This is an optimization exercise on Yosys and OpenROAD, whose aim is small area, a short achievable clock period and few clock cycles per item, not a production implementation. Function was not checked in any run shown here: the RTL went through the layout flow alone. Power figures rest on the tool's default switching activity, not on a simulated workload.

$ cat flow/config.mk
export PLATFORM = sky130hd
export DESIGN_NAME = arena_bump_allocator_core
export DESIGN_NICKNAME = arena_bump_allocator_core
export VERILOG_FILES = /design/flow/design.v
export SDC_FILE = /design/flow/constraint.sdc
export NUM_CORES = 4
export LEC_CHECK = 0
export CAP_MARGIN = 20
export CORE_MARGIN = 2
export CORE_UTILIZATION = 55
export SETUP_SLACK_MARGIN = 2.5
export SLEW_MARGIN = 20
export TNS_END_PERCENT = 100
$ cat flow/constraint.sdc
create_clock -name core_clock -period 9.0 [get_ports {clk}]
set_input_delay 1.8000 -clock core_clock [delete_from_list [all_inputs] [get_ports {clk}]]
set_output_delay 1.8000 -clock core_clock [all_outputs]
set_load 0.01 [all_outputs]
$ cat flow/design.v
package abump_pkg;
  localparam int ARENA_MAX_BYTES = 1048576;
  localparam int FUNC_W      = 3;
  localparam int OFF_W       = 21;
  localparam int ADDR_W      = 32;
  localparam int ALIGN_LOG_W = 4;
  localparam int ALIGN_W     = 15;
  localparam int STATUS_W    = 2;
  localparam int KIND_W      = 3;
  localparam logic [OFF_W-1:0] ARENA_MAX = OFF_W'(ARENA_MAX_BYTES);
  localparam logic [FUNC_W-1:0] FN_ALLOC     = 3'd0;
  localparam logic [FUNC_W-1:0] FN_ALLOC_NZ  = 3'd1;
  localparam logic [FUNC_W-1:0] FN_FREE      = 3'd2;
  localparam logic [FUNC_W-1:0] FN_FREE_ALL  = 3'd3;
  localparam logic [FUNC_W-1:0] FN_RESIZE    = 3'd4;
  localparam logic [FUNC_W-1:0] FN_RESIZE_NZ = 3'd5;
  localparam logic [FUNC_W-1:0] FN_SNAPSHOT  = 3'd6;
  localparam logic [FUNC_W-1:0] FN_RESTORE   = 3'd7;
  localparam logic [STATUS_W-1:0] ST_OK      = 2'd0;
  localparam logic [STATUS_W-1:0] ST_NO_MEM  = 2'd1;
  localparam logic [STATUS_W-1:0] ST_BAD_OLD = 2'd2;
  localparam logic [STATUS_W-1:0] ST_NO_FREE = 2'd3;
  localparam logic [KIND_W-1:0] K_BUMP    = 3'd0;
  localparam logic [KIND_W-1:0] K_FREE    = 3'd1;
  localparam logic [KIND_W-1:0] K_CLEAR   = 3'd2;
  localparam logic [KIND_W-1:0] K_SNAP    = 3'd3;
  localparam logic [KIND_W-1:0] K_LOAD    = 3'd4;
  localparam logic [KIND_W-1:0] K_RESIZE  = 3'd5;
  localparam logic [KIND_W-1:0] K_BAD_OLD = 3'd6;
  typedef struct packed {
    logic [KIND_W-1:0]  kind;
    logic               zeroed;
    logic [OFF_W-1:0]   size;
    logic [ALIGN_W-1:0] align_mask;
    logic [OFF_W-1:0]   old_off;
    logic [OFF_W-1:0]   old_len;
    logic               old_aligned;
    logic [OFF_W-1:0]   snap_cur;
    logic [OFF_W-1:0]   snap_prev;
  } abump_req_t;
  typedef struct packed {
    logic [STATUS_W-1:0] status;
    logic [ADDR_W-1:0]   addr;
    logic [OFF_W-1:0]    copy_len;
    logic [OFF_W-1:0]    clr_off;
    logic [OFF_W-1:0]    clr_len;
    logic [OFF_W-1:0]    cur_off;
    logic [OFF_W-1:0]    prev_off;
  } abump_rsp_t;
  typedef struct packed {
    logic empty;
    logic full;
  } abump_qstat_t;
  function automatic [OFF_W-1:0] usable_len(input [OFF_W-1:0] arena_len);
    usable_len = (arena_len < ARENA_MAX) ? arena_len : ARENA_MAX;
  endfunction
endpackage
module abump_add #(parameter int W = 8) (
  input  logic [W-1:0] a,
  input  logic [W-1:0] b,
  input  logic         ci,
  output logic [W-1:0] s,
  output logic [W:0]   cy
);
  localparam int L = (W < 2) ? 1 : (W < 4) ? 2 : (W < 8) ? 3 : (W < 16) ? 4 : (W < 32) ? 5 : 6;
  logic [L:0][W:0] g;
  logic [L:0][W:0] p;
  assign g[0][0] = ci;
  assign p[0][0] = 1'b0;
  for (genvar i = 0; i < W; i++) begin : g_pg
    assign g[0][i+1] = a[i] & b[i];
    assign p[0][i+1] = a[i] ^ b[i];
  end
  for (genvar l = 0; l < L; l++) begin : g_lvl
    for (genvar i = 0; i <= W; i++) begin : g_bit
      if ((i >> l) & 1) begin : g_join
        assign g[l+1][i] = g[l][i] | (p[l][i] & g[l][((i >> l) << l) - 1]);
        assign p[l+1][i] = p[l][i] & p[l][((i >> l) << l) - 1];
      end else begin : g_pass
        assign g[l+1][i] = g[l][i];
        assign p[l+1][i] = p[l][i];
      end
    end
  end
  for (genvar i = 0; i < W; i++) begin : g_sum
    assign s[i] = p[0][i+1] ^ g[L][i];
  end
  assign cy = g[L];
endmodule
module abump_csa #(parameter int W = 8) (
  input  logic [W-1:0] a,
  input  logic [W-1:0] b,
  input  logic [W-1:0] c,
  output logic [W-1:0] s,
  output logic [W-1:0] c2
);
  assign s  = a ^ b ^ c;
  assign c2 = (a & b) | (a & c) | (b & c);
endmodule
module arena_bump_allocator_core (
  input  logic                              clk,
  input  logic                              rst_n,
  input  logic                              cfg_valid,
  output logic                              cfg_ready,
  input  logic                              cfg_index,
  input  logic [abump_pkg::ADDR_W-1:0]      cfg_data,
  input  logic                              in_valid,
  output logic                              in_ready,
  input  logic [abump_pkg::FUNC_W-1:0]      in_func,
  input  logic [abump_pkg::OFF_W-1:0]       in_request_size,
  input  logic [abump_pkg::ALIGN_LOG_W-1:0] in_align_log2,
  input  logic [abump_pkg::ADDR_W-1:0]      in_old_address,
  input  logic [abump_pkg::OFF_W-1:0]       in_old_length,
  input  logic [abump_pkg::OFF_W-1:0]       in_snap_current,
  input  logic [abump_pkg::OFF_W-1:0]       in_snap_previous,
  output logic                              out_valid,
  input  logic                              out_ready,
  output logic [abump_pkg::STATUS_W-1:0]    out_status,
  output logic [abump_pkg::ADDR_W-1:0]      out_result_address,
  output logic [abump_pkg::OFF_W-1:0]       out_copy_length,
  output logic [abump_pkg::OFF_W-1:0]       out_clear_offset,
  output logic [abump_pkg::OFF_W-1:0]       out_clear_length,
  output logic [abump_pkg::OFF_W-1:0]       out_current_offset,
  output logic [abump_pkg::OFF_W-1:0]       out_previous_offset
);
  localparam int OW = abump_pkg::OFF_W;
  localparam int AW = abump_pkg::ALIGN_W;
  localparam int DW = abump_pkg::ADDR_W;
  logic [DW-1:0] base_r;
  logic [AW-1:0] nb;         
  logic [OW-1:0] usable_r;
  logic [OW-1:0] top_r, top_nxt;
  logic [OW-1:0] last_r, last_nxt;
  logic                           valid_r;
  logic [abump_pkg::STATUS_W-1:0] status_r, status_nxt;
  logic                           blk_r, blk_nxt;    
  logic                           clr_r, clr_nxt;    
  logic                           mv_r, mv_nxt;      
  logic                           ip_r;              
  logic [OW-1:0]                  copy_r;            
  logic [OW-1:0]                  clrl_r;            
  logic          acc;
  assign cfg_ready = 1'b1;
  assign in_ready  = !valid_r || out_ready;
  assign acc       = in_valid && in_ready;
  logic          f_alloc;    
  logic          f_free;
  logic          f_clear;    
  logic          f_resize;   
  logic          f_load;     
  logic          zeroed;
  logic          no_old;
  assign f_alloc  = in_func[2:1] == 2'b00;
  assign f_free   = in_func == abump_pkg::FN_FREE;
  assign f_clear  = in_func == abump_pkg::FN_FREE_ALL;
  assign f_resize = in_func[2:1] == 2'b10;
  assign f_load   = in_func == abump_pkg::FN_RESTORE;
  assign zeroed   = (in_func == abump_pkg::FN_ALLOC) || (in_func == abump_pkg::FN_RESIZE);
  assign no_old   = (in_old_address == '0) || (in_old_length == '0);
  logic [AW-1:0] mask;
  logic [AW:0]   gt;         
  logic          bump_inc;
  logic [OW:0]   run;        
  logic [OW:0]   boff;
  for (genvar j = 0; j < AW; j++) begin : g_mask
    assign mask[j] = (j < in_align_log2);
  end
  assign nb[0] = base_r[0];
  for (genvar j = 1; j < AW; j++) begin : g_nb
    assign nb[j] = base_r[j] ^ (|base_r[j-1:0]);
  end
  abump_add #(AW) u_gt (.a(top_r[AW-1:0]), .b(~nb), .ci(1'b0), .s(), .cy(gt));
  assign bump_inc = gt[in_align_log2];
  assign run[0] = 1'b1;
  for (genvar j = 1; j <= OW; j++) begin : g_run
    logic [j-1:0] bits;
    for (genvar i = 0; i < j; i++) begin : g_bit
      assign bits[i] = top_r[i] | ((i < AW) ? mask[i] : 1'b0);
    end
    assign run[j] = &bits;
  end
  for (genvar j = 0; j < OW; j++) begin : g_boff
    if (j < AW) begin : g_lo
      assign boff[j] = mask[j] ? nb[j] : (top_r[j] ^ (bump_inc & run[j]));
    end else begin : g_hi
      assign boff[j] = top_r[j] ^ (bump_inc & run[j]);
    end
  end
  assign boff[OW] = bump_inc & run[OW];
  logic [OW-1:0] room;
  logic [OW:0]   room_cy;
  abump_add #(OW) u_room (.a(usable_r), .b(~in_request_size), .ci(1'b1), .s(room), .cy(room_cy));
  logic          sel_ip;
  logic [OW:0]   xoff;
  logic [OW-1:0] cand;
  logic [OW+1:0] fx_cy;
  logic          fit;
  assign xoff = sel_ip ? {1'b0, last_r} : boff;
  abump_add #(OW) u_cand (.a(xoff[OW-1:0]), .b(in_request_size), .ci(1'b0), .s(cand), .cy());
  abump_add #(OW+1) u_fit (.a({1'b0, room}), .b(~xoff), .ci(1'b1), .s(), .cy(fx_cy));
  assign fit = room_cy[OW] && fx_cy[OW+1];
  logic [DW-1:0] blk_addr;   
  logic          below;      
  logic          in_arena;   
  logic          bad;
  logic          in_place;
  abump_add #(DW) u_blk (.a(base_r), .b({11'b0, last_r}), .ci(1'b0), .s(blk_addr), .cy());
  logic [DW:0] bl_cy;
  abump_add #(DW) u_below (.a(in_old_address), .b(~base_r), .ci(1'b1), .s(), .cy(bl_cy));
  assign below = !bl_cy[DW];
  logic [DW+1:0] in_s, in_c, in_sum;
  abump_csa #(DW+2) u_in_csa (.a({2'b0, in_old_address}), .b(~{2'b0, base_r}),
                              .c(~{13'b0, usable_r}), .s(in_s), .c2(in_c));
  abump_add #(DW+2) u_in (.a(in_s), .b({in_c[DW:0], 1'b1}), .ci(1'b1), .s(in_sum), .cy());
  assign in_arena = in_sum[DW+1];
  assign bad      = below || !in_arena;
  logic [OW-1:0] ip_x, ip_p, ip_q, ip_e;
  assign ip_x = base_r[OW-1:0] ^ last_r;
  assign ip_p = ip_x ^ {base_r[OW-2:0] & last_r, 1'b0};   
  assign ip_q = ip_x ^ {base_r[OW-2:0] | last_r, 1'b0};   
  assign ip_e[0] = in_old_address[0] ^ ip_x[0];
  for (genvar i = 1; i < OW; i++) begin : g_ip
    assign ip_e[i] = in_old_address[i] ^ (in_old_address[i-1] ? ip_p[i] : ip_q[i]);
  end
  assign in_place = (ip_e == '0) && ((in_old_address[AW-1:0] & mask) == '0);
  logic [OW-1:0] tail;
  logic [OW:0]   tl_cy;
  logic          grows;
  abump_add #(OW) u_tail (.a(in_request_size), .b(~in_old_length), .ci(1'b1), .s(tail), .cy(tl_cy));
  assign grows = tl_cy[OW] && (tail != '0);
  logic rs_bump;    
  logic rs_bad;
  logic rs_ip;      
  logic rs_mv;      
  logic do_bump;
  logic take_b;
  logic take_ip;
  assign sel_ip  = f_resize && !no_old && in_place;
  assign rs_bump = f_resize && no_old;
  assign rs_bad  = f_resize && !no_old && bad;
  assign rs_ip   = f_resize && !no_old && !bad && in_place;
  assign rs_mv   = f_resize && !no_old && !bad && !in_place;
  assign do_bump = f_alloc || rs_bump || rs_mv;
  assign take_b  = do_bump && fit;
  assign take_ip = rs_ip && fit;
  always_comb begin
    if (take_b || take_ip) top_nxt = cand;
    else if (f_clear) top_nxt = '0;
    else if (f_load)  top_nxt = in_snap_current;
    else              top_nxt = top_r;
    if (take_b)       last_nxt = boff[OW-1:0];
    else if (f_clear) last_nxt = '0;
    else if (f_load)  last_nxt = in_snap_previous;
    else              last_nxt = last_r;
    if (f_free)                                        status_nxt = abump_pkg::ST_NO_FREE;
    else if (rs_bad)                                   status_nxt = abump_pkg::ST_BAD_OLD;
    else if ((do_bump || rs_ip) && !fit)               status_nxt = abump_pkg::ST_NO_MEM;
    else                                               status_nxt = abump_pkg::ST_OK;
    blk_nxt = take_b || take_ip;
    clr_nxt = zeroed && (take_b || (take_ip && grows));
    mv_nxt  = rs_mv && fit;
  end
  always_ff @(posedge clk) begin
    if (!rst_n) begin
      base_r   <= '0;
      usable_r <= '0;
      top_r    <= '0;
      last_r   <= '0;
      valid_r  <= 1'b0;
    end else begin
      if (cfg_valid) begin
        if (cfg_index) begin
          usable_r <= abump_pkg::usable_len(cfg_data[OW-1:0]);
        end else begin
          base_r <= cfg_data;
        end
      end
      if (acc) begin
        top_r  <= top_nxt;
        last_r <= last_nxt;
      end
      valid_r <= acc || (valid_r && !out_ready);
    end
  end
  always_ff @(posedge clk) begin
    if (acc) begin
      status_r <= status_nxt;
      blk_r    <= blk_nxt;
      clr_r    <= clr_nxt;
      mv_r     <= mv_nxt;
      ip_r     <= rs_ip;
      copy_r   <= (grows || rs_ip) ? in_old_length : in_request_size;
      clrl_r   <= rs_ip ? tail : in_request_size;
    end
  end
  assign out_valid           = valid_r;
  assign out_status          = status_r;
  assign out_result_address  = blk_r ? blk_addr : '0;
  assign out_copy_length     = mv_r  ? copy_r : '0;
  logic [OW-1:0] cstart;
  abump_add #(OW) u_cstart (.a(last_r), .b(copy_r), .ci(1'b0), .s(cstart), .cy());
  assign out_clear_offset    = !clr_r ? '0 : (ip_r ? cstart : last_r);
  assign out_clear_length    = clr_r ? clrl_r : '0;
  assign out_current_offset  = top_r;
  assign out_previous_offset = last_r;
endmodule
$ cat flow/flow/run.sh
#!/bin/bash
# Standard layout, with the port buffers made as buf_1 cells instead of the
# delay-cell buffers buffer_ports picks by default.
cp standard.sh standard_sh.txt
export BUFFER_PORTS_ARGS="-buffer_cell sky130_fd_sc_hd__buf_1"
bash standard.sh > standard.log 2>&1
$ cat flow/standard.sh
#!/bin/bash
# synth_recipe.tcl (not shown) runs the flow's synth.tcl, then flattens the netlist and writes it again
# the make line also repeats each setting of config.mk as NAME=value (left out here)
make -C /OpenROAD-flow-scripts/flow DESIGN_CONFIG=/design/flow/config.mk WORK_HOME=/design/flow/orfs CLKGATE_MAP_FILE= SYNTH_SCRIPT=/design/flow/synth_recipe.tcl "${@:-finish}"
==> qor.yml, run 1 <==
outcome:
  status: "complete, no violations"
clocking:
  cts_tree: "yes"
  clock-root-buffer: "clkbuf_16"
  cts_buffers: 17
  clock_sinks: 144
  clockBufferDepth: 2
  h-tree-depth: 4
  clk_pin_slew_ps: 70
  clk_latency_ps: 460
  cts_hold_buffers: 0
final_layout:
  area_growth_pct: 19.46
  nets: 2896
  insertedDiodeCount: 0
  drive_above_1_share: 0.1027
  final_cell_mix: "297 x buf_1, 228 x ha_1, 220 x nand2_1"
  fillers: 2678
  seq_area_um2: 3369
  final_common_cell: "buf_1"
  multi_input_area_um2: 13320
synthesis:
  yosys.area.top_type: "ha_1"
  synth_mux_area_frac: 0.01966
  synth_cell_types: 91
  synthAdderAreaFrac: 0.2299
  postSynthCellCount: 2120
  synth_area_um2: 17120
  synth-edff-count: 48
  synth-async-reset-ratio: 0
  yosysTopAreaCellShare: 0.1703
  synth_ff_type: "dfxtp_1"
  synth_top_family_by_area: "adder cells"
  ys_ff_latch: 144
  synth_warnings: 1
  yosys.area_share.simple: 0.2244
  synth-compound-area-share: 0.1986
  synthXorXnorAreaFrac: 0.06870
  syn-mean-instance-area_um2: 8.076
  synth_area_leaders: "ha_1 17%, dfxtp_1 11%, edfxtp_1 8.4%, fa_1 5.8%, nand2_1 4.9%"
  yosysSeqAreaShare: 0.1964
sta:
  tightest_slew_ps: 1118
  skew_ps: 11.56
  rsz0062_at_grt: "true"
  max_freq_mhz: 142.6
  holdWs_ps: 484.7
  slew_headroom: 0.2517
  tns_ps: 0
  finalMaxSlewViolations: 0
  hold_viol_final: 0
  setup_viol: 0
  min_period_ps: 7014
  period_share: 0.7794
run:
  cap_violations: 0
pwr:
  p_per_area_nw_per_um2: 119.3
  p_int_uw: 1511
  leakage_uw: 0.008607
  comb_power_share: 0.392
  seqPwrFrac: 0.311
  power_switching_uw: 928.7
  p_clk_frac: 0.298
  irDropWorstVdd_uv: 142.1
  swShare: 0.3806
drt:
  wl_per_cell_um: 22.43
  dr.pass1.iters: 8
  post-route-drc-count: 0
  vias: 17710
  avgViaCountPerCell: 6.191
  initialDrtViolationCount: 1817
  drt-total-wl_mm: 64.14
  ant_nets: 0
setup_path:
  cp_max_fo: 7
  critPathRequiredTime_ps: 9380
  cpPeakStageDelay_ps: 640
  worstPathArrival_ps: 7390
  cp-end-kind: "register"
  crit_path_start_kind: "register"
  crit_path_top_delay_cell: "or4_4"
  reg2regPathDepth: 34
  crit_type: "reg -> reg"
placed_design:
  hpwlAfterDp_mm: 49.82
  io_buffers: 301
  gp_congestion: 0.9937
floorplanning:
  dieWidth_um: 180.4
  io_pins: 303
  core_area_um2: 30590
  start_util: 0.5597
  num_rows: 64
  fp.dieH_um: 180.4
  design.die.area_um2: 32560
global_route:
  antenna_found_initial: 1
  grt_max_degree: 78
  grt_pass1_vias: 16890
  grt_pass1_wl_mm: 96.34
  grt_usage: 0.3809
  grt_overflow_total: 0
min_path:
  hp-class: "reg -> reg"
  hold_path_depth: 2
## worst max-delay path: cells and delay by family (launching register included)
family / cells / cell delay, ps
AO/OA/AOI/OAI: 11 / 1440
XOR/XNOR: 2 / 250
adder cells (fa/ha/maj): 3 / 790
buffers and inverters: 4 / 420
flip-flops: 1 / 350
AND/OR/NAND/NOR: 14 / 3650
## per-layer routing
layer	vias up	track usage	routed length, µm
met5	-	0	0
met4	0	0.1468	2914
met3	162	0.07437	5760
met2	968	0.6087	28740
met1	8395	0.5086	26730
li1	8180	-	-
## logic make-up after synthesis
logic type | count (synthesis)
XOR/XNOR | 131
other | 1
AND/OR/NAND/NOR | 740
multiplexers | 33
flip-flops | 144
buffers and inverters | 279
adder cells (fa/ha/maj) | 285
AO/OA/AOI/OAI | 507
## metrics by stage
step	utilization	power, µW	instance area [µm²]	setup slack (ps)	cells
4_1_cts	0.6535	2389	19990	2016	2837
3_3_place_gp	0.6155	1607	18830	1049	2767
5_1_grt	0.6686	2561	20450	1794	2860
6_report	0.6686	2440	20450	1986	2860
2_1_floorplan	-	1346	17360	2534	2120
3_5_place_dp	0.6155	1626	18830	811.2	2767
## state kept, by name, indices dropped and copies added, names as in the netlist
register  count
last_r       21
clr_r         1
copy_r       21
valid_r       1
top_r        21
mv_r          1
blk_r         1
ip_r          1
clrl_r       21
status_r      2
base_r       32
usable_r     21
## Yosys cell counts, types with 25 or more instances
master and instances:
ha_1 233, nand2_1 224, inv_1 193, a21oi_1 125, nor2_1 101, dfxtp_1 96, and2_1 87, xnor2_1 86
o21ai_0 80, clkbuf_1 66, nor2b_1 58, nand3_1 52, fa_1 50, nor3_1 49, a21o_1 48, edfxtp_1 48
xor2_1 43, a21boi_0 34, o21a_1 31, mux2i_1 28, nor4_1 27, o211ai_1 27, a31oi_1 26, nor3b_1 25
o22ai_1 25
## timing repair
action                     4_1_cts  5_1_grt
setup buffers                   37       21
pin swaps                       47       56
setup endpoints to repair       50       67
cloned                           2        0
resized for setup               69       64
## power groups by stage
stage	Combinational, µW	Clock (µW)	Sequential [µW]
6_report	956	726	758
5_1_grt	1040	757	761
4_1_cts	900	732	758
3_5_place_dp	854	0	772
3_3_place_gp	836	0	771
2_1_floorplan	592	0	753
## final cells by class
class,count,area share
flip-flops and latches,144,0.1647
multi-input cells,1699,0.6510
well taps,396,0.02423
repair buffers,394,0.09574
inverters,196,0.03622
clock buffers,21,0.02312
clock inverters,10,0.004894
## path summary, 6_finish.rpt
| kind | startpoint | end | slack, ps |
|---|---|---|---|
| worst min-delay path | base_r[15] | base_r[15] | 480 |
| worst min register to register | base_r[15] | base_r[15] | 480 |
| worst max register to register | base_r[0] | top_r[11] | 1990 |
| worst max-delay path | base_r[0] | top_r[11] | 1990 |
==> inputs of run 2 (changes only) <==
--- a/flow/design.v
+++ b/flow/design.v
@@ -205,14 +205,13 @@
   logic          bad;
   logic          in_place;
   abump_add #(DW) u_blk (.a(base_r), .b({11'b0, last_r}), .ci(1'b0), .s(blk_addr), .cy());
-  logic [DW:0] bl_cy;
-  abump_add #(DW) u_below (.a(in_old_address), .b(~base_r), .ci(1'b1), .s(), .cy(bl_cy));
-  assign below = !bl_cy[DW];
-  logic [DW+1:0] in_s, in_c, in_sum;
-  abump_csa #(DW+2) u_in_csa (.a({2'b0, in_old_address}), .b(~{2'b0, base_r}),
-                              .c(~{13'b0, usable_r}), .s(in_s), .c2(in_c));
-  abump_add #(DW+2) u_in (.a(in_s), .b({in_c[DW:0], 1'b1}), .ci(1'b1), .s(in_sum), .cy());
-  assign in_arena = in_sum[DW+1];
+  logic [DW-1:0] d;
+  logic [DW:0]   d_cy;
+  logic [OW:0]   du_cy;
+  abump_add #(DW) u_d (.a(in_old_address), .b(~base_r), .ci(1'b1), .s(d), .cy(d_cy));
+  assign below = !d_cy[DW];
+  abump_add #(OW) u_du (.a(d[OW-1:0]), .b(~usable_r), .ci(1'b1), .s(), .cy(du_cy));
+  assign in_arena = (d[DW-1:OW] == '0) && !du_cy[OW];
   assign bad      = below || !in_arena;
   logic [OW-1:0] ip_x, ip_p, ip_q, ip_e;
   assign ip_x = base_r[OW-1:0] ^ last_r;
--- a/flow/config.mk
+++ b/flow/config.mk
@@ -7,7 +7,7 @@
 export LEC_CHECK = 0
 export CAP_MARGIN = 20
 export CORE_MARGIN = 2
-export CORE_UTILIZATION = 55
+export CORE_UTILIZATION = 40
 export SETUP_SLACK_MARGIN = 2.5
 export SLEW_MARGIN = 20
 export TNS_END_PERCENT = 100
==> qor.yml, run 2 <==
final_layout:
  largest_register_ffs: 32  # unchanged
  insertedDiodeCount: 0  # unchanged
  nets: 2855  # -1.4%
  regMostFlops: "base_r"
  final_common_cell: "buf_1"
  drive_above_1_share: 0.1443  # +0.04157
  final_cell_mix: "278 x buf_1, 218 x nand2_1, 187 x ha_1"
  area_growth_pct: 25.16
  fillers: 4064  # +52%
synthesis:
  synth_common_cells: "226 x nand2_1, 211 x ha_1, 180 x a21oi_1, 173 x inv_1, 96 x dfxtp_1"
  yosys.area_share.simple: 0.2163  # -0.008124
  synth_top_family_by_area: "compound AO/OA/AOI/OAI gates"
  synth_area_um2: 16830  # -1.7%
  yosysTopAreaCellShare: 0.1569  # -0.01338
  synthMostInstantiatedCell: "nand2_1"
  syn-mean-instance-area_um2: 7.974  # -1.3%
  synth_warnings: 1  # unchanged
  synth_ff_type: "dfxtp_1"
  yosysSeqAreaShare: 0.1999  # +0.003433
  synth_area_leaders: "ha_1 16%, dfxtp_1 11%, edfxtp_1 8.6%, a21oi_1 5.4%, nand2_1 5.0%"
  synthAdderAreaFrac: 0.1985  # -0.03138
  synth-edff-count: 48  # unchanged
  synthXorXnorAreaFrac: 0.07399  # +0.005290
  synth-compound-area-share: 0.2227  # +0.02414
  synth_mux_area_frac: 0.02796  # +0.008300
  synth_cell_types: 84  # -7.7%
  postSynthCellCount: 2110  # -0.47%
  ys_ff_latch: 144  # unchanged
  synth-async-reset-ratio: 0  # unchanged
  yosys.area.top_type: "ha_1"
global_route:
  grt_max_degree: 90  # +15%
  grt_overflow_total: 0  # unchanged
  grt_pass1_wl_mm: 100.6  # +4.5%
  grt_usage: 0.3074  # -0.07348
  grt_pass1_vias: 16350  # -3.2%
  antenna_found_initial: 2  # +1
sta:
  tns_ps: 0  # unchanged
  period_share: 0.7435  # -0.03589
  max_freq_mhz: 149.4  # +4.8%
  finalMaxSlewViolations: 0  # unchanged
  skew_ps: 11.90  # +0.3437 ps
  setup_viol: 0  # unchanged
  tightest_slew_ps: 1245  # +127.0 ps
  rsz0062_at_grt: "true"
  holdWs_ps: 484.4  # -0.2720 ps
  min_period_ps: 6691  # -323.0 ps
  slew_headroom: 0.1483  # -0.1034
  hold_viol_final: 0  # unchanged
drt:
  post-route-drc-count: 0  # unchanged
  ant_nets: 0  # unchanged
  vias: 17550  # -0.89%
  wl_per_cell_um: 23.53  # +4.9%
  dr.pass1.iters: 5  # -3
  avgViaCountPerCell: 5.849  # -5.5%
  drt-total-wl_mm: 70.59  # +10%
  initialDrtViolationCount: 1716  # -5.6%
clocking:
  clock_sinks: 144  # unchanged
  clk_pin_slew_ps: 70  # about the same
  cts_buffers: 17  # unchanged
  clockBufferDepth: 2  # unchanged
  clock-root-buffer: "clkbuf_16"
  cts_tree: "yes"
  h-tree-depth: 4  # unchanged
  clk_latency_ps: 480  # +20 ps
outcome:
  status: "complete, no violations"
run:
  cap_violations: 0  # unchanged
setup_path:
  crit_path_top_delay_cell: "a2111o_2"
  cpPeakStageDelay_ps: 610  # -30 ps
  cp-end-kind: "register"
  crit_path_start_kind: "register"
  worstPathArrival_ps: 7030  # -360 ps
  critPathRequiredTime_ps: 9340  # -40 ps
  cp_max_fo: 7  # unchanged
  crit_type: "reg -> reg"
floorplanning:
  design.die.area_um2: 43720  # +34%
  start_util: 0.4029  # -0.1567
  dieWidth_um: 209.1  # +16%
  num_rows: 75  # +17%
  io_pins: 303  # unchanged
  fp.dieH_um: 209.1  # +16%
  core_area_um2: 41760  # +37%
pwr:
  p_per_area_nw_per_um2: 127.3  # +6.7%
  leakage_uw: 0.008841  # +2.7%
  irDropWorstVdd_uv: 150.2  # +5.7%
placed_design:
  io_buffers: 301  # unchanged
  hpwlAfterDp_mm: 55.11  # +11%
  gp_congestion: 1.009  # +1.5%
min_path:
  hp-class: "reg -> reg"
==> run 2: cell count changes in the layout (fill, tap and decap cells not counted), moves of 13 or more <==
| cell | before | now |
|---|---|---|
| buf_2 | 2 | 16 |
| fa_1 | 50 | 35 |
| o311a_1 | 1 | 20 |
| nand3_1 | 47 | 30 |
| inv_1 | 187 | 166 |
| buf_4 | 67 | 80 |
| mux2i_1 | 26 | 41 |
| a21oi_1 | 122 | 148 |
| a21oi_2 | 3 | 26 |
| buf_1 | 297 | 278 |
| o22ai_1 | 24 | 6 |
| ha_4 | 5 | 20 |
| ha_1 | 228 | 187 |
==> run 2: worst max-delay path, delay by kind of cell, from the launching register on <==
kind / cells / cell delay (ps)
AND/OR/NAND/NOR: 11 / 1850
buffers and inverters: 5 / 720
adder cells (fa/ha/maj): 3 / 750
XOR/XNOR: 2 / 440
AO/OA/AOI/OAI: 11 / 2450
flip-flops: 1 / 330
==> run 2: cell families (layout without fill, tap and decap cells) <==
kind of cell,after synthesis,count (layout)
and+or+nand+nor,711,712
adders and majority gates,246,246
buffers and inverters,260,609
DFF,144,144
muxes,46,46
AOI/OAI and AO/OA,563,564
other,1,1
xor gates and xnor gates,139,139
==> run 2: routing by layer <==
metal  wire length, µm  GRT usage  vias up
met3              6083    0.05756      154
li1                  -          -     8222
met1             29890     0.4114     8303
met5                 0          0        -
met4              3536     0.1567        0
met2             31080     0.4729      868
==> run 2: worst paths after layout <==
kind / startpoint / end / slack, ps / depth (start not counted)
hold reg to reg: base_r[28] / base_r[28] / 480 / 2
hold / removal: base_r[28] / base_r[28] / 480 / 2
setup reg to reg: base_r[1] / last_r[7] / 2310 / 32
setup / recovery: base_r[1] / last_r[7] / 2310 / 32
==> run 2: final cells by class <==
class	count	area [µm²]	share of cell area
sequential	144	3367	0.1599
clock buffer	21	481.7	0.02287
inverter	175	665.6	0.03161
multi-input combinational	1708	13630	0.6470
clock inverter	11	148.9	0.007070
tap	539	674.4	0.03202
timing repair buffer	402	2096	0.09951
==> run 2: repair_timing <==
item | CTS | global route
hold buffers | 0 | 0
resized for setup | 133 | 134
endpoints found under the setup margin | 93 | 93
pin swaps | 53 | 61
gates cloned | 2 | 6
setup buffers | 30 | 38
==> run 2: power by group <==
part / switching, µW / leakage, µW / internal (µW)
clock network: 327 / 0.000306 / 469
logic: 652 / 0.00728 / 460
registers: 62.3 / 0.00125 / 712
total: 1040 / 0.00884 / 1640
==> run 2: metrics by stage <==
step	instances	power, µW	util	worst slack, ps	cell area, µm²
floorplan	2110	1396	-	2479	16860
global placement	2891	1717	0.4434	545.3	18520
detailed placement	2891	1723	0.4434	518.2	18520
CTS	2955	2578	0.4783	2355	19970
global route	3000	2808	0.5043	2098	21060
finish	3000	2682	0.5043	2309	21060
==> inputs of run 3 (changes only) <==
--- a/flow/design.v
+++ b/flow/design.v
@@ -55,7 +55,7 @@
     usable_len = (arena_len < ARENA_MAX) ? arena_len : ARENA_MAX;
   endfunction
 endpackage
-module abump_add #(parameter int W = 8) (
+module abump_add #(parameter int W = 8, parameter bit FAST = 1'b0) (
   input  logic [W-1:0] a,
   input  logic [W-1:0] b,
   input  logic         ci,
@@ -73,7 +73,10 @@
   end
   for (genvar l = 0; l < L; l++) begin : g_lvl
     for (genvar i = 0; i <= W; i++) begin : g_bit
-      if ((i >> l) & 1) begin : g_join
+      if (FAST && i >= (1 << l)) begin : g_ks
+        assign g[l+1][i] = g[l][i] | (p[l][i] & g[l][i - (1 << l)]);
+        assign p[l+1][i] = p[l][i] & p[l][i - (1 << l)];
+      end else if (!FAST && ((i >> l) & 1)) begin : g_join
         assign g[l+1][i] = g[l][i] | (p[l][i] & g[l][((i >> l) << l) - 1]);
         assign p[l+1][i] = p[l][i] & p[l][((i >> l) << l) - 1];
       end else begin : g_pass
@@ -189,15 +192,15 @@
   assign boff[OW] = bump_inc & run[OW];
   logic [OW-1:0] room;
   logic [OW:0]   room_cy;
-  abump_add #(OW) u_room (.a(usable_r), .b(~in_request_size), .ci(1'b1), .s(room), .cy(room_cy));
+  abump_add #(OW, 1) u_room (.a(usable_r), .b(~in_request_size), .ci(1'b1), .s(room), .cy(room_cy));
   logic          sel_ip;
   logic [OW:0]   xoff;
   logic [OW-1:0] cand;
   logic [OW+1:0] fx_cy;
   logic          fit;
   assign xoff = sel_ip ? {1'b0, last_r} : boff;
-  abump_add #(OW) u_cand (.a(xoff[OW-1:0]), .b(in_request_size), .ci(1'b0), .s(cand), .cy());
-  abump_add #(OW+1) u_fit (.a({1'b0, room}), .b(~xoff), .ci(1'b1), .s(), .cy(fx_cy));
+  abump_add #(OW, 1) u_cand (.a(xoff[OW-1:0]), .b(in_request_size), .ci(1'b0), .s(cand), .cy());
+  abump_add #(OW+1, 1) u_fit (.a({1'b0, room}), .b(~xoff), .ci(1'b1), .s(), .cy(fx_cy));
   assign fit = room_cy[OW] && fx_cy[OW+1];
   logic [DW-1:0] blk_addr;   
   logic          below;      
==> qor.yml, run 3 <==
outcome:
  status: "complete, no violations"
final_layout:
  seq_area_um2: 3371  # +0.11%
  multi_input_area_um2: 14290  # +4.9%
  final_cell_mix: "280 x buf_1, 194 x ha_1, 180 x nand2_1"
  final_common_cell: "buf_1"
  drive_above_1_share: 0.1633  # +0.01903
  regMostFlops: "base_r"
  fin_util: 0.5220  # +0.01766
  nets: 3048  # +6.8%
  fillers: 4274  # +5.2%
  area_growth_pct: 28.14
  largest_register_ffs: 32  # unchanged
clocking:
  h-tree-depth: 4  # unchanged
  cts_hold_buffers: 0  # unchanged
  clk_latency_ps: 470  # about the same
  clk_pin_slew_ps: 70  # about the same
  cts_buffers: 17  # unchanged
  clock_sinks: 144  # unchanged
  clockBufferDepth: 2  # unchanged
  clock-root-buffer: "clkbuf_16"
  cts_tree: "yes"
setup_path:
  cpPeakStageDelay_ps: 490  # -120 ps
  r2r_start: "base_r[4]"
  worstPathArrival_ps: 7250  # +220 ps
  r2r_end: "top_r[3]"
  cp-end-kind: "register"
  crit_path_end: "top_r[3]"
  crit_type: "in -> reg"
  cp_max_fo: 5  # -2
  reg2regPathDepth: 31  # -3.1%
  crit_top_cell: "buf_12"
  crit_path_top_delay_cell: "or4b_4"
  critPathRequiredTime_ps: 9380  # +40 ps
  rrSetupSlack_ps: 2290  # -20 ps
  critPathLaunch: "in_align_log2[1]"
  crit_path_start_kind: "primary input"
floorplanning:
  dieWidth_um: 214.1  # +2.4%
  fp.dieH_um: 214.1  # +2.4%
  num_rows: 76  # +1.3%
  core_area_um2: 43360  # +3.8%
  design.die.area_um2: 45850  # +4.9%
  start_util: 0.4073  # +0.004410
  io_pins: 303  # unchanged
placed_design:
  io_buffers: 301  # unchanged
  gp_congestion: 0.9956  # -1.3%
  hpwlAfterDp_mm: 63.33  # +15%
drt:
  dr.pass1.iters: 8  # +3
  initialDrtViolationCount: 1579  # -8.0%
  vias: 19500  # +11%
  drt-total-wl_mm: 80.68  # +14%
  post-route-drc-count: 0  # unchanged
  wl_per_cell_um: 24.86  # +5.7%
  avgViaCountPerCell: 6.008  # +2.7%
  ant_nets: 0  # unchanged
synthesis:
  syn-mean-instance-area_um2: 7.878  # -1.2%
  yosysTopAreaCellShare: 0.1516  # -0.005310
  synthXorXnorAreaFrac: 0.07785  # +0.003861
  synth-async-reset-ratio: 0  # unchanged
  yosys.area.top_type: "ha_1"
  synthMostInstantiatedCell: "ha_1"
  postSynthCellCount: 2242  # +6.3%
  synth_mux_area_frac: 0.02522  # -0.002742
  synth_common_cells: "214 x ha_1, 196 x a21oi_1, 186 x nand2_1, 172 x inv_1, 143 x nor2_1"
  synthAdderAreaFrac: 0.1833  # -0.01522
  synth-edff-count: 48  # unchanged
  synth_ff_type: "dfxtp_1"
  yosysSeqAreaShare: 0.1904  # -0.009472
  synth_area_leaders: "ha_1 15%, dfxtp_1 11%, edfxtp_1 8.2%, a21oi_1 5.6%, xnor2_1 5.1%"
  synth_warnings: 1  # unchanged
  ys_ff_latch: 144  # unchanged
  synth-compound-area-share: 0.2401  # +0.01736
  synth_area_um2: 17660  # +5.0%
  synth_cell_types: 95  # +13%
  yosys.area_share.simple: 0.2206  # +0.004270
  synth_top_family_by_area: "compound AO/OA/AOI/OAI gates"
sta:
  min_period_ps: 6874  # +182.6 ps
  hold_viol_final: 0  # unchanged
  tightest_slew_ps: 1104  # -141.0 ps
  period_share: 0.7638  # +0.02029
  setup_viol: 0  # unchanged
  finalMaxSlewViolations: 0  # unchanged
  holdWs_ps: 472.2  # -12.25 ps
  skew_ps: 13.86  # +1.952 ps
  tns_ps: 0  # unchanged
  rsz0062_at_grt: "true"
  slew_headroom: 0.2638  # +0.1155
  max_freq_mhz: 145.5  # -2.7%
global_route:
  gr-usage-met3: 0.05688  # -0.0006799
  grt_usage: 0.3340  # +0.02661
  grt_util_met1: 0.4379  # +0.02652
  grt_max_degree: 93  # +3.3%
  busiest_layer: "met2"
  grt_pass1_vias: 18480  # +13%
  grt_pass1_wl_mm: 115.9  # +15%
  antenna_found_initial: 3  # +1
  grt_overflow_total: 0  # unchanged
  grtUsageMet2: 0.5501  # +0.07723
run:
  cap_violations: 0  # unchanged
pwr:
  irDropWorstVdd_uv: 111.3  # -26%
  p_total_uw: 2714  # +1.2%
  p_per_area_nw_per_um2: 119.9  # -5.8%
  leakage_uw: 0.009345  # +5.7%
min_path:
  hp-class: "reg -> reg"
==> run 3: worst min-delay path by stage <==
| stage | startpoint | slack [ps] | cells past startpoint | to |
|---|---|---|---|---|
| 3_5_place_dp | base_r[21] | 460 | 2 | base_r[21] |
| 3_3_place_gp | base_r[22] | 450 | 2 | base_r[22] |
| 4_1_cts | base_r[21] | 470 | 2 | base_r[21] |
| 2_1_floorplan | base_r[21] | 440 | 2 | base_r[21] |
| 5_1_grt | base_r[21] | 490 | 2 | base_r[21] |
| 6_report | base_r[21] | 470 | 2 | base_r[21] |
==> run 3: routing by layer <==
layer / part of all wire / vias to the layer above
li1: - / 8945
met1: 0.42 / 9369
met2: 0.46 / 1003
met3: 0.081 / 177
met4: 0.041 / 2
met5: 0.00012 / -
==> run 3: logic make-up after synthesis <==
group / count (synthesis)
other: 1
XOR/XNOR: 157
AO/OA/AOI/OAI: 633
AND/OR/NAND/NOR: 748
multiplexers: 44
buffers and inverters: 273
adder cells (fa/ha/maj): 242
flip-flops: 144
==> run 3: what timing repair did <==
action,in CTS,in global routing
cloned,12,5
setup endpoints to repair,97,91
resized for setup,179,91
buffers inserted,87,28
pin swaps,65,50
hold endpoints to repair,0,0
==> run 3: metrics by stage <==
step                      std cells  setup WS, ps  instance area [µm²]
final                          3245          2126                22630
after global routing           3243          1959                22630
after CTS                      3210          2258                21940
after detailed placement       3079         903.8                19620
after global placement         3079         885.7                19620
after floorplan                2242          2340                17900
==> run 3: worst max-delay path: cells and delay by family <==
kind,cells,cell delay (ps)
simple gates,10,2400
compound gates,10,1770
buf+inv,8,1000
fa+ha+maj,1,250
==> run 3: where the power goes <==
group          leakage [µW]  internal (µW)  switching (µW)  total, µW
Combinational       0.00780            491             712       1200
Sequential          0.00125            709            53.7        763
Clock              0.000292            396             352        748
==> run 3: layout make-up <==
class / count / share of cell area
sequential: 144 / 0.1489
timing repair buffer: 480 / 0.1318
antenna: 2 / 0.0002211
inverter: 174 / 0.02908
tap: 585 / 0.03234
multi-input combinational: 1828 / 0.6315
clock inverter: 15 / 0.007352
clock buffer: 17 / 0.01879
==> inputs of run 4 (changes only) <==
--- a/flow/design.v
+++ b/flow/design.v
@@ -55,7 +55,7 @@
     usable_len = (arena_len < ARENA_MAX) ? arena_len : ARENA_MAX;
   endfunction
 endpackage
-module abump_add #(parameter int W = 8, parameter bit FAST = 1'b0) (
+module abump_add #(parameter int W = 8) (
   input  logic [W-1:0] a,
   input  logic [W-1:0] b,
   input  logic         ci,
@@ -73,10 +73,7 @@
   end
   for (genvar l = 0; l < L; l++) begin : g_lvl
     for (genvar i = 0; i <= W; i++) begin : g_bit
-      if (FAST && i >= (1 << l)) begin : g_ks
-        assign g[l+1][i] = g[l][i] | (p[l][i] & g[l][i - (1 << l)]);
-        assign p[l+1][i] = p[l][i] & p[l][i - (1 << l)];
-      end else if (!FAST && ((i >> l) & 1)) begin : g_join
+      if ((i >> l) & 1) begin : g_join
         assign g[l+1][i] = g[l][i] | (p[l][i] & g[l][((i >> l) << l) - 1]);
         assign p[l+1][i] = p[l][i] & p[l][((i >> l) << l) - 1];
       end else begin : g_pass
@@ -192,16 +189,47 @@
   assign boff[OW] = bump_inc & run[OW];
   logic [OW-1:0] room;
   logic [OW:0]   room_cy;
-  abump_add #(OW, 1) u_room (.a(usable_r), .b(~in_request_size), .ci(1'b1), .s(room), .cy(room_cy));
+  abump_add #(OW) u_room (.a(usable_r), .b(~in_request_size), .ci(1'b1), .s(room), .cy(room_cy));
+  localparam int FW = OW + 3;
   logic          sel_ip;
-  logic [OW:0]   xoff;
+  logic          inc_e;
+  logic [OW:0]   x0;
+  logic [OW-1:0] incv;       
+  logic [FW-1:0] negv;       
   logic [OW-1:0] cand;
-  logic [OW+1:0] fx_cy;
   logic          fit;
-  assign xoff = sel_ip ? {1'b0, last_r} : boff;
-  abump_add #(OW, 1) u_cand (.a(xoff[OW-1:0]), .b(in_request_size), .ci(1'b0), .s(cand), .cy());
-  abump_add #(OW+1, 1) u_fit (.a({1'b0, room}), .b(~xoff), .ci(1'b1), .s(), .cy(fx_cy));
-  assign fit = room_cy[OW] && fx_cy[OW+1];
+  assign inc_e = bump_inc && !sel_ip;
+  for (genvar j = 0; j <= OW; j++) begin : g_x0
+    if (j < AW) begin : g_lo
+      assign x0[j] = sel_ip ? last_r[j] : (mask[j] ? nb[j] : top_r[j]);
+    end else if (j < OW) begin : g_mid
+      assign x0[j] = sel_ip ? last_r[j] : top_r[j];
+    end else begin : g_hi
+      assign x0[j] = 1'b0;
+    end
+  end
+  for (genvar j = 0; j < FW; j++) begin : g_incv
+    if (j < AW) begin : g_lo
+      assign incv[j] = inc_e && (in_align_log2 == j);
+      assign negv[j] = inc_e && !mask[j];
+    end else if (j < OW) begin : g_mid
+      if (j == AW) begin : g_k15
+        assign incv[j] = inc_e && (in_align_log2 == j);
+      end else begin : g_none
+        assign incv[j] = 1'b0;
+      end
+      assign negv[j] = inc_e;
+    end else begin : g_hi
+      assign negv[j] = inc_e;
+    end
+  end
+  logic [OW-1:0] cd_s, cd_c;
+  abump_csa #(OW) u_cd_csa (.a(x0[OW-1:0]), .b(in_request_size), .c(incv), .s(cd_s), .c2(cd_c));
+  abump_add #(OW) u_cand (.a(cd_s), .b({cd_c[OW-2:0], 1'b0}), .ci(1'b0), .s(cand), .cy());
+  logic [FW-1:0] ft_s, ft_c, ft_sum;
+  abump_csa #(FW) u_ft_csa (.a({3'b0, room}), .b(~{2'b0, x0}), .c(negv), .s(ft_s), .c2(ft_c));
+  abump_add #(FW) u_fit (.a(ft_s), .b({ft_c[FW-2:0], 1'b0}), .ci(1'b1), .s(ft_sum), .cy());
+  assign fit = room_cy[OW] && !ft_sum[FW-1];
   logic [DW-1:0] blk_addr;   
   logic          below;      
   logic          in_arena;   
==> qor.yml, run 4 <==
setup_path:
  worstPathArrival_ps: 7340  # +90 ps
  crit_path_top_delay_cell: "fa_1"
  critPathTopFamily: "compound AO/OA/AOI/OAI gates"
  cpPeakStageDelay_ps: 490  # about the same
  crit_buf_inv: 2  # -6
  crit_path_start_kind: "primary input"
  cp-end-kind: "register"
  critPathRequiredTime_ps: 9370  # about the same
  crit_type: "in -> reg"
  cp_max_fo: 5  # unchanged
global_route:
  grt_max_degree: 82  # -12%
  antenna_found_initial: 1  # -2
  grt_pass1_vias: 17820  # -3.6%
  grt_pass1_wl_mm: 107.2  # -7.6%
  grt_usage: 0.3048  # -0.02923
  grt_overflow_total: 0  # unchanged
placed_design:
  io_buffers: 301  # unchanged
  gp_congestion: 0.9306  # -6.5%
  hpwlAfterDp_mm: 55.38  # -13%
clocking:
  clockBufferDepth: 2  # unchanged
  h-tree-depth: 4  # unchanged
  clock-root-buffer: "clkbuf_16"
  cts_tree: "yes"
  clock_sinks: 144  # unchanged
  cts_hold_buffers: 0  # unchanged
  cts_buffers: 17  # unchanged
  clk_latency_ps: 490  # +20 ps
  clk_pin_slew_ps: 70  # about the same
synthesis:
  postSynthCellCount: 2211  # -1.4%
  synth_common_cells: "249 x nand2_1, 216 x inv_1, 215 x ha_1, 110 x nor2_1, 108 x a21oi_1"
  synth-async-reset-ratio: 0  # unchanged
  synth_ff_type: "dfxtp_1"
  syn-mean-instance-area_um2: 8.122  # +3.1%
  synth_warnings: 1  # unchanged
  yosys.area.top_type: "ha_1"
  synthMostInstantiatedCell: "nand2_1"
  synth_area_um2: 17960  # +1.7%
  synth-edff-count: 48  # unchanged
  yosysTopAreaCellShare: 0.1498  # -0.001796
  ys_ff_latch: 144  # unchanged
  synth_cell_types: 81  # -15%
  yosysSeqAreaShare: 0.1873  # -0.003131
  synth_area_leaders: "ha_1 15%, dfxtp_1 11%, fa_1 8.0%, edfxtp_1 8.0%, nand2_1 5.2%"
pwr:
  irDropWorstVdd_uv: 126.0  # +13%
  comb_power_share: 0.459  # +0.016
  leakage_uw: 0.009577  # +2.5%
  swShare: 0.4055  # -0.006613
  p_int_uw: 1622  # +1.7%
  p_per_area_nw_per_um2: 118.9  # -0.86%
  seqPwrFrac: 0.278  # -0.003
  power_switching_uw: 1106  # -1.1%
  p_clk_frac: 0.262  # -0.014
  p_total_uw: 2728  # +0.54%
floorplanning:
  io_pins: 303  # unchanged
  core_area_um2: 44220  # +2.0%
  num_rows: 77  # +1.3%
  design.die.area_um2: 46610  # +1.6%
  fp.dieH_um: 215.9  # +0.82%
  start_util: 0.4061  # -0.001241
  dieWidth_um: 215.9  # +0.82%
sta:
  rsz0062_at_grt: "true"
  hold_viol_final: 0  # unchanged
  tightest_slew_ps: 990.2  # -114.1 ps
  tns_ps: 0  # unchanged
  period_share: 0.7739  # +0.01009
  slew_headroom: 0.3391  # +0.07533
  holdWs_ps: 467.1  # -5.008 ps
  finalMaxSlewViolations: 0  # unchanged
  skew_ps: 17.03  # +3.178 ps
  min_period_ps: 6965  # +90.82 ps
  setup_viol: 0  # unchanged
  max_freq_mhz: 143.6  # -1.3%
outcome:
  status: "complete, no violations"
drt:
  dr.max_layer_used: "met4"
  dr.pass1.iters: 7  # -1
  wl_per_cell_um: 22.64  # -8.9%
  vias: 18150  # -6.9%
  met1_length_mm: 31.05  # -8.1%
  post-route-drc-count: 0  # unchanged
  drt-total-wl_mm: 72.43  # -10%
  wl_met3_mm: 4.619  # -29%
  avgViaCountPerCell: 5.673  # -5.6%
  dr_wl_met2_mm: 33.54  # -9.5%
  initialDrtViolationCount: 1443  # -8.6%
  ant_nets: 0  # unchanged
final_layout:
  drive_above_1_share: 0.1643  # +0.001019
  final_common_cell: "buf_1"
  regMostFlops: "base_r"
  nets: 3040  # -0.26%
  largest_register_ffs: 32  # unchanged
  final_cell_mix: "277 x buf_1, 237 x nand2_1, 205 x inv_1"
  area_growth_pct: 27.81
run:
  cap_violations: 0  # unchanged
min_path:
  hp-class: "reg -> reg"
## run 4: cell count changes after synthesis, sizes merged, moves of 16 or more
cell / change
nor2: -33
nand2: +63
buf: -28
a311oi: -35
a21oi: -93
fa: +44
a21o: -26
o211ai: -25
a21boi: +56
nor2b: +25
nand3: -16
o221a: +26
inv: +42
## run 4: final timing paths
check | end | from | depth (start not counted) | slack, ps
max | last_r[5] | in_old_address[4] | 25 | 2040
min | base_r[27] | base_r[27] | 2 | 470
max reg2reg | last_r[5] | base_r[1] | 36 | 2250
min reg2reg | base_r[27] | base_r[27] | 2 | 470
## run 4: routing by layer
layer | vias up | GRT usage
met3 | 129 | 0.04975
met4 | 0 | 0.1310
li1 | 8549 | -
met1 | 8806 | 0.3945
met5 | - | 0
met2 | 663 | 0.5013
## run 4: cells by family (layout without fill, tap and decap cells)
logic type                 Yosys count  in the layout  share of synthesized area
adders and majority gates          287            287                     0.2301
and+or+nand+nor                    752            756                     0.2116
xor gates and xnor gates           152            152                    0.07455
DFF                                144            144                     0.1873
other                                2              5                  0.0004182
AOI/OAI and AO/OA                  524            528                     0.2027
muxes                               53             53                    0.03003
buffers and inverters              297            682                    0.06333
## run 4: power by group through the flow
stage / clock (µW) / sequential (µW) / combinational [µW]
CTS: 733 / 759 / 1170
floorplan: 0 / 756 / 745
global route: 751 / 763 / 1380
finish: 716 / 759 / 1250
detailed placement: 0 / 772 / 1050
global placement: 0 / 772 / 1040
## run 4: worst reg2reg max path, delay by kind of cell (launching register included)
family                     cells  cell delay, ps
and+or+nand+nor               11            2010
DFF                            1             330
buffers and inverters          7             780
adders and majority gates      4            1150
AOI/OAI and AO/OA             14            2410
## run 4: through the flow
step / worst slack [ps] / cells / cell area (µm²) / util
after floorplan: 1934 / 2212 / 18370 / -
after global placement: 807.5 / 3059 / 20040 / 0.4533
after detailed placement: 646.8 / 3059 / 20040 / 0.4533
after CTS: 2067 / 3165 / 22300 / 0.5043
after global routing: 1911 / 3198 / 22950 / 0.5190
final: 2035 / 3199 / 22950 / 0.5190
## run 4: what timing repair did
action                                  4_1_cts  5_1_grt
buffers inserted                             60       28
gates resized for setup                     229       93
endpoints found under the setup margin       92       98
pin swaps                                    68       53
gates cloned                                 14        3
## run 4: cell type report
type	instances	area, µm²
Sequential cell	144	3369
Multi-Input combinational cell	1779	14850
Clock buffer	21	471.7
Fill cell	4289	21270
Inverter	217	827.0
Antenna cell	2	5.005
Clock inverter	11	80.08
Timing Repair Buffer	433	2613
Tap cell	592	740.7
==> inputs of run 5 (changes only) <==
--- a/flow/design.v
+++ b/flow/design.v
@@ -127,7 +127,7 @@
   localparam int AW = abump_pkg::ALIGN_W;
   localparam int DW = abump_pkg::ADDR_W;
   logic [DW-1:0] base_r;
-  logic [AW-1:0] nb;         
+  logic [AW-1:0] nb_r;       
   logic [OW-1:0] usable_r;
   logic [OW-1:0] top_r, top_nxt;
   logic [OW-1:0] last_r, last_nxt;
@@ -136,8 +136,8 @@
   logic                           blk_r, blk_nxt;    
   logic                           clr_r, clr_nxt;    
   logic                           mv_r, mv_nxt;      
-  logic                           ip_r;              
   logic [OW-1:0]                  copy_r;            
+  logic [OW-1:0]                  clro_r;            
   logic [OW-1:0]                  clrl_r;            
   logic          acc;
   assign cfg_ready = 1'b1;
@@ -165,11 +165,11 @@
   for (genvar j = 0; j < AW; j++) begin : g_mask
     assign mask[j] = (j < in_align_log2);
   end
-  assign nb[0] = base_r[0];
+  assign nb_r[0] = base_r[0];
   for (genvar j = 1; j < AW; j++) begin : g_nb
-    assign nb[j] = base_r[j] ^ (|base_r[j-1:0]);
+    assign nb_r[j] = base_r[j] ^ (|base_r[j-1:0]);
   end
-  abump_add #(AW) u_gt (.a(top_r[AW-1:0]), .b(~nb), .ci(1'b0), .s(), .cy(gt));
+  abump_add #(AW) u_gt (.a(top_r[AW-1:0]), .b(~nb_r), .ci(1'b0), .s(), .cy(gt));
   assign bump_inc = gt[in_align_log2];
   assign run[0] = 1'b1;
   for (genvar j = 1; j <= OW; j++) begin : g_run
@@ -181,7 +181,7 @@
   end
   for (genvar j = 0; j < OW; j++) begin : g_boff
     if (j < AW) begin : g_lo
-      assign boff[j] = mask[j] ? nb[j] : (top_r[j] ^ (bump_inc & run[j]));
+      assign boff[j] = mask[j] ? nb_r[j] : (top_r[j] ^ (bump_inc & run[j]));
     end else begin : g_hi
       assign boff[j] = top_r[j] ^ (bump_inc & run[j]);
     end
@@ -190,59 +190,29 @@
   logic [OW-1:0] room;
   logic [OW:0]   room_cy;
   abump_add #(OW) u_room (.a(usable_r), .b(~in_request_size), .ci(1'b1), .s(room), .cy(room_cy));
-  localparam int FW = OW + 3;
   logic          sel_ip;
-  logic          inc_e;
-  logic [OW:0]   x0;
-  logic [OW-1:0] incv;       
-  logic [FW-1:0] negv;       
+  logic [OW:0]   xoff;
   logic [OW-1:0] cand;
+  logic [OW+1:0] fx_cy;
   logic          fit;
-  assign inc_e = bump_inc && !sel_ip;
-  for (genvar j = 0; j <= OW; j++) begin : g_x0
-    if (j < AW) begin : g_lo
-      assign x0[j] = sel_ip ? last_r[j] : (mask[j] ? nb[j] : top_r[j]);
-    end else if (j < OW) begin : g_mid
-      assign x0[j] = sel_ip ? last_r[j] : top_r[j];
-    end else begin : g_hi
-      assign x0[j] = 1'b0;
-    end
-  end
-  for (genvar j = 0; j < FW; j++) begin : g_incv
-    if (j < AW) begin : g_lo
-      assign incv[j] = inc_e && (in_align_log2 == j);
-      assign negv[j] = inc_e && !mask[j];
-    end else if (j < OW) begin : g_mid
-      if (j == AW) begin : g_k15
-        assign incv[j] = inc_e && (in_align_log2 == j);
-      end else begin : g_none
-        assign incv[j] = 1'b0;
-      end
-      assign negv[j] = inc_e;
-    end else begin : g_hi
-      assign negv[j] = inc_e;
-    end
-  end
-  logic [OW-1:0] cd_s, cd_c;
-  abump_csa #(OW) u_cd_csa (.a(x0[OW-1:0]), .b(in_request_size), .c(incv), .s(cd_s), .c2(cd_c));
-  abump_add #(OW) u_cand (.a(cd_s), .b({cd_c[OW-2:0], 1'b0}), .ci(1'b0), .s(cand), .cy());
-  logic [FW-1:0] ft_s, ft_c, ft_sum;
-  abump_csa #(FW) u_ft_csa (.a({3'b0, room}), .b(~{2'b0, x0}), .c(negv), .s(ft_s), .c2(ft_c));
-  abump_add #(FW) u_fit (.a(ft_s), .b({ft_c[FW-2:0], 1'b0}), .ci(1'b1), .s(ft_sum), .cy());
-  assign fit = room_cy[OW] && !ft_sum[FW-1];
+  assign xoff = sel_ip ? {1'b0, last_r} : boff;
+  abump_add #(OW) u_cand (.a(xoff[OW-1:0]), .b(in_request_size), .ci(1'b0), .s(cand), .cy());
+  abump_add #(OW+1) u_fit (.a({1'b0, room}), .b(~xoff), .ci(1'b1), .s(), .cy(fx_cy));
+  assign fit = room_cy[OW] && fx_cy[OW+1];
   logic [DW-1:0] blk_addr;   
   logic          below;      
   logic          in_arena;   
   logic          bad;
   logic          in_place;
   abump_add #(DW) u_blk (.a(base_r), .b({11'b0, last_r}), .ci(1'b0), .s(blk_addr), .cy());
-  logic [DW-1:0] d;
-  logic [DW:0]   d_cy;
-  logic [OW:0]   du_cy;
-  abump_add #(DW) u_d (.a(in_old_address), .b(~base_r), .ci(1'b1), .s(d), .cy(d_cy));
-  assign below = !d_cy[DW];
-  abump_add #(OW) u_du (.a(d[OW-1:0]), .b(~usable_r), .ci(1'b1), .s(), .cy(du_cy));
-  assign in_arena = (d[DW-1:OW] == '0) && !du_cy[OW];
+  logic [DW:0] bl_cy;
+  abump_add #(DW) u_below (.a(in_old_address), .b(~base_r), .ci(1'b1), .s(), .cy(bl_cy));
+  assign below = !bl_cy[DW];
+  logic [DW+1:0] in_s, in_c, in_sum;
+  abump_csa #(DW+2) u_in_csa (.a({2'b0, in_old_address}), .b(~{2'b0, base_r}),
+                              .c(~{13'b0, usable_r}), .s(in_s), .c2(in_c));
+  abump_add #(DW+2) u_in (.a(in_s), .b({in_c[DW:0], 1'b1}), .ci(1'b1), .s(in_sum), .cy());
+  assign in_arena = in_sum[DW+1];
   assign bad      = below || !in_arena;
   logic [OW-1:0] ip_x, ip_p, ip_q, ip_e;
   assign ip_x = base_r[OW-1:0] ^ last_r;
@@ -258,6 +228,8 @@
   logic          grows;
   abump_add #(OW) u_tail (.a(in_request_size), .b(~in_old_length), .ci(1'b1), .s(tail), .cy(tl_cy));
   assign grows = tl_cy[OW] && (tail != '0);
+  logic [OW-1:0] cstart;
+  abump_add #(OW) u_cstart (.a(last_r), .b(in_old_length), .ci(1'b0), .s(cstart), .cy());
   logic rs_bump;    
   logic rs_bad;
   logic rs_ip;      
@@ -318,8 +290,8 @@
       blk_r    <= blk_nxt;
       clr_r    <= clr_nxt;
       mv_r     <= mv_nxt;
-      ip_r     <= rs_ip;
-      copy_r   <= (grows || rs_ip) ? in_old_length : in_request_size;
+      copy_r   <= grows ? in_old_length : in_request_size;
+      clro_r   <= rs_ip ? cstart : boff[OW-1:0];
       clrl_r   <= rs_ip ? tail : in_request_size;
     end
   end
@@ -327,9 +299,7 @@
   assign out_status          = status_r;
   assign out_result_address  = blk_r ? blk_addr : '0;
   assign out_copy_length     = mv_r  ? copy_r : '0;
-  logic [OW-1:0] cstart;
-  abump_add #(OW) u_cstart (.a(last_r), .b(copy_r), .ci(1'b0), .s(cstart), .cy());
-  assign out_clear_offset    = !clr_r ? '0 : (ip_r ? cstart : last_r);
+  assign out_clear_offset    = clr_r ? clro_r : '0;
   assign out_clear_length    = clr_r ? clrl_r : '0;
   assign out_current_offset  = top_r;
   assign out_previous_offset = last_r;
--- a/flow/config.mk
+++ b/flow/config.mk
@@ -7,7 +7,7 @@
 export LEC_CHECK = 0
 export CAP_MARGIN = 20
 export CORE_MARGIN = 2
-export CORE_UTILIZATION = 40
+export CORE_UTILIZATION = 55
 export SETUP_SLACK_MARGIN = 2.5
 export SLEW_MARGIN = 20
 export TNS_END_PERCENT = 100
==> qor.yml, run 5 <==
outcome:
  status: "complete, no violations"
final_layout:
  fin_util: 0.6558  # +0.1368
  final_common_cell: "buf_1"
  drive_above_1_share: 0.1024  # -0.06187
  area_growth_pct: 17.64
  insertedDiodeCount: 0  # -2
  finalNonFillerCells: 2912  # -9.0%
  final_cell_mix: "296 x buf_1, 255 x nand2_1, 231 x ha_1"
  nets: 2901  # -4.6%
  fillers: 2870  # -33%
  multi_input_area_um2: 13690  # -7.8%
  seq_area_um2: 3969  # +18%
  largest_register_ffs: 32  # unchanged
  regMostFlops: "base_r"
setup_path:
  crit_buf_inv: 4  # +2
  cpPeakStageDelay_ps: 370  # -120 ps
  critPathRequiredTime_ps: 9350  # -20 ps
  cp-end-kind: "register"
  worstPathArrival_ps: 6900  # -440 ps
  crit_path_start_kind: "register"
  crit_type: "reg -> reg"
  crit_path_top_delay_cell: "a221o_1"
  cp_max_fo: 7  # +2
  critPathTopFamily: "compound AO/OA/AOI/OAI gates"
global_route:
  grt_usage: 0.3627  # +0.05790
  antenna_found_initial: 0  # -1
  grt_max_degree: 86  # +4.9%
  grt_pass1_wl_mm: 93.30  # -13%
  grt_overflow_total: 0  # unchanged
  grt_pass1_vias: 16150  # -9.3%
floorplanning:
  dieWidth_um: 185.4  # -14%
  design.die.area_um2: 34360  # -26%
  io_pins: 303  # unchanged
  core_area_um2: 32450  # -27%
  num_rows: 66  # -14%
  start_util: 0.5574  # +0.1513
  fp.dieH_um: 185.4  # -14%
clocking:
  clock-root-buffer: "clkbuf_16"
  clock_sinks: 164  # +14%
  clk_pin_slew_ps: 70  # about the same
  clockBufferDepth: 2  # unchanged
  h-tree-depth: 4  # unchanged
  cts_tree: "yes"
  clk_latency_ps: 460  # -30 ps
  cts_buffers: 17  # unchanged
placed_design:
  gp_congestion: 0.9495  # +2.0%
  io_buffers: 301  # unchanged
  numPlacedInstances: 2818  # -7.9%
  hpwlAfterDp_mm: 49.10  # -11%
sta:
  max_freq_mhz: 152.8  # +6.4%
  hold_viol_final: 0  # unchanged
  tns_ps: 0  # unchanged
  rsz0062_at_grt: "true"
  min_period_ps: 6544  # -421.0 ps
  setup_viol: 0  # unchanged
  skew_ps: 14.67  # -2.363 ps
  period_share: 0.7271  # -0.04677
  slew_headroom: 0.2675  # -0.07163
  finalMaxSlewViolations: 0  # unchanged
  tightest_slew_ps: 1099  # +108.5 ps
drt:
  avgViaCountPerCell: 5.964  # +5.1%
  wl_met3_mm: 5.225  # +13%
  ant_nets: 0  # unchanged
  drt-total-wl_mm: 64.12  # -11%
  post-route-drc-count: 0  # unchanged
  vias: 17370  # -4.3%
  dr.pass1.iters: 6  # -1
  initialDrtViolationCount: 1544  # +7.0%
  dr_wl_met2_mm: 28.48  # -15%
  dr.max_layer_used: "met4"
  wl_per_cell_um: 22.02  # -2.7%
  met1_length_mm: 27.83  # -10%
pwr:
  irDropWorstVdd_uv: 163.2  # +30%
  p_total_uw: 2683  # -1.7%
  p_per_area_nw_per_um2: 126.1  # +6.1%
  leakage_uw: 0.009116  # -4.8%
synthesis:
  synth_ff_type: "dfxtp_1"
  ys_ff_latch: 164  # +14%
  synth-edff-count: 68  # +42%
  synthAdderAreaFrac: 0.2176  # -0.01248
  synth_top_family_by_area: "adder cells"
  synth_cell_types: 91  # +12%
  yosysTopAreaCellShare: 0.1611  # +0.01135
  synthMostInstantiatedCell: "nand2_1"
  synth_common_cells: "257 x nand2_1, 233 x ha_1, 186 x inv_1, 118 x a21oi_1, 99 x and2_1"
  postSynthCellCount: 2148  # -2.8%
  synth_area_um2: 18090  # +0.74%
  yosys.area.top_type: "ha_1"
  synth-compound-area-share: 0.1926  # -0.01013
  synthXorXnorAreaFrac: 0.07345  # -0.001100
  syn-mean-instance-area_um2: 8.422  # +3.7%
  yosys.area_share.simple: 0.2127  # +0.001077
  synth-async-reset-ratio: 0  # unchanged
  synth_warnings: 1  # unchanged
  synth_area_leaders: "ha_1 16%, edfxtp_1 11%, dfxtp_1 11%, fa_1 5.5%, nand2_1 5.3%"
  synth_mux_area_frac: 0.02379  # -0.006237
  yosysSeqAreaShare: 0.2191  # +0.03182
run:
  cap_violations: 0  # unchanged
min_path:
  hp-class: "reg -> reg"
[run 5: changes by cell type after synthesis, sizes merged, moves of 22 or more]
cell,change
fa,-22
a211oi,+22
nor2b,-26
inv,-30
a21o,+23
xnor2,-33
[run 5: cell type report]
cell class / count / share of cell area
Multi-Input combinational cell: 1715 / 0.6433
Clock inverter: 12 / 0.005526
Inverter: 186 / 0.03280
Sequential cell: 164 / 0.1865
Clock buffer: 20 / 0.02199
Tap cell: 442 / 0.02598
Timing Repair Buffer: 373 / 0.08389
[run 5: logic make-up (layout without fill, tap and decap cells)]
family,Yosys count,after routing
simple gates,743,748
compound gates,500,501
fa+ha+maj,285,285
other cells,1,1
buf+inv,275,591
mux,42,42
xor+xnor,138,138
flops,164,164
[run 5: path summary, 6_finish.rpt]
check | from | to | slack [ps] | cells past startpoint
min reg2reg | base_r[1] | base_r[1] | 490 | 2
max | base_r[0] | top_r[20] | 2460 | 35
min | base_r[1] | base_r[1] | 490 | 2
max reg2reg | base_r[0] | top_r[20] | 2460 | 35
[run 5: stage by stage]
step,hold slack [ps],setup slack [ps],instance area (µm²)
after detailed placement,484.3,1257,19570
final,488.4,2456,21280
after CTS,493.5,2354,20690
after global routing,500.1,2193,21280
after floorplan,460.3,2489,18120
after global placement,475.2,1396,19550
[run 5: worst reg2reg max path: cells and delay by family (launching register included)]
kind,cells,cell delay [ps]
xor gates and xnor gates,3,370
adders and majority gates,3,780
and+or+nand+nor,12,1830
DFF,1,360
muxes,1,320
buffers and inverters,4,500
AOI/OAI and AO/OA,12,2300
[run 5: repair_timing]
item,4_1_cts,5_1_grt
setup buffers,30,24
pin swaps,30,64
gates resized for setup,57,85
hold endpoints to repair,0,0
setup endpoints to repair,53,74
hold buffers,0,0
gates cloned,5,3
[run 5: layer usage]
metal | track usage | vias up
met3 | 0.05191 | 132
met2 | 0.5796 | 784
met4 | 0.1416 | 0
met5 | 0 | -
li1 | - | 8204
met1 | 0.4939 | 8248
[run 5: where the power goes]
group	total [µW]	internal [µW]	switching (µW)
sequential	881	824	56.8
combinational	1030	427	601
clock	774	411	364

[re-timing with driven ports]
In the flow no input, the clock included, has a driving cell. The finished layouts below were timed again as built, in two steps.
Step 1 (the two cells are an assumption about what drives the block):
set clk [get_ports {clk}]
set_driving_cell -lib_cell sky130_fd_sc_hd__clkbuf_16 $clk
set_driving_cell -lib_cell sky130_fd_sc_hd__buf_2 [delete_from_list [all_inputs] $clk]
Step 2, shift: input delay + t, output delay - t, t = (earliest + latest rising clock arrival at the registers) / 2. This alone moves slack from input paths to output paths.
Slacks: no drivers / after step 1 / after step 2; pairs: no drivers / after step 1.
run	t (ns)	setup WS [ns]	hold slack, ns
run 1	0.504	1.986 / 1.986 / 1.552	0.485 / 0.485 / 0.485
run 2	0.529	2.309 / 2.309 / 1.847	0.484 / 0.484 / 0.484
run 3	0.515	2.126 / 2.126 / 1.611	0.472 / 0.472 / 0.472
run 4	0.538	2.035 / 2.019 / 1.481	0.467 / 0.467 / 0.467
run 5	0.508	2.456 / 2.456 / 1.966	0.488 / 0.488 / 0.488
After both steps every run listed still meets setup and hold. For run 4, which loses most, drivers alone change the setup slack by -0.016 ns; drivers and shift together by -0.554 ns.
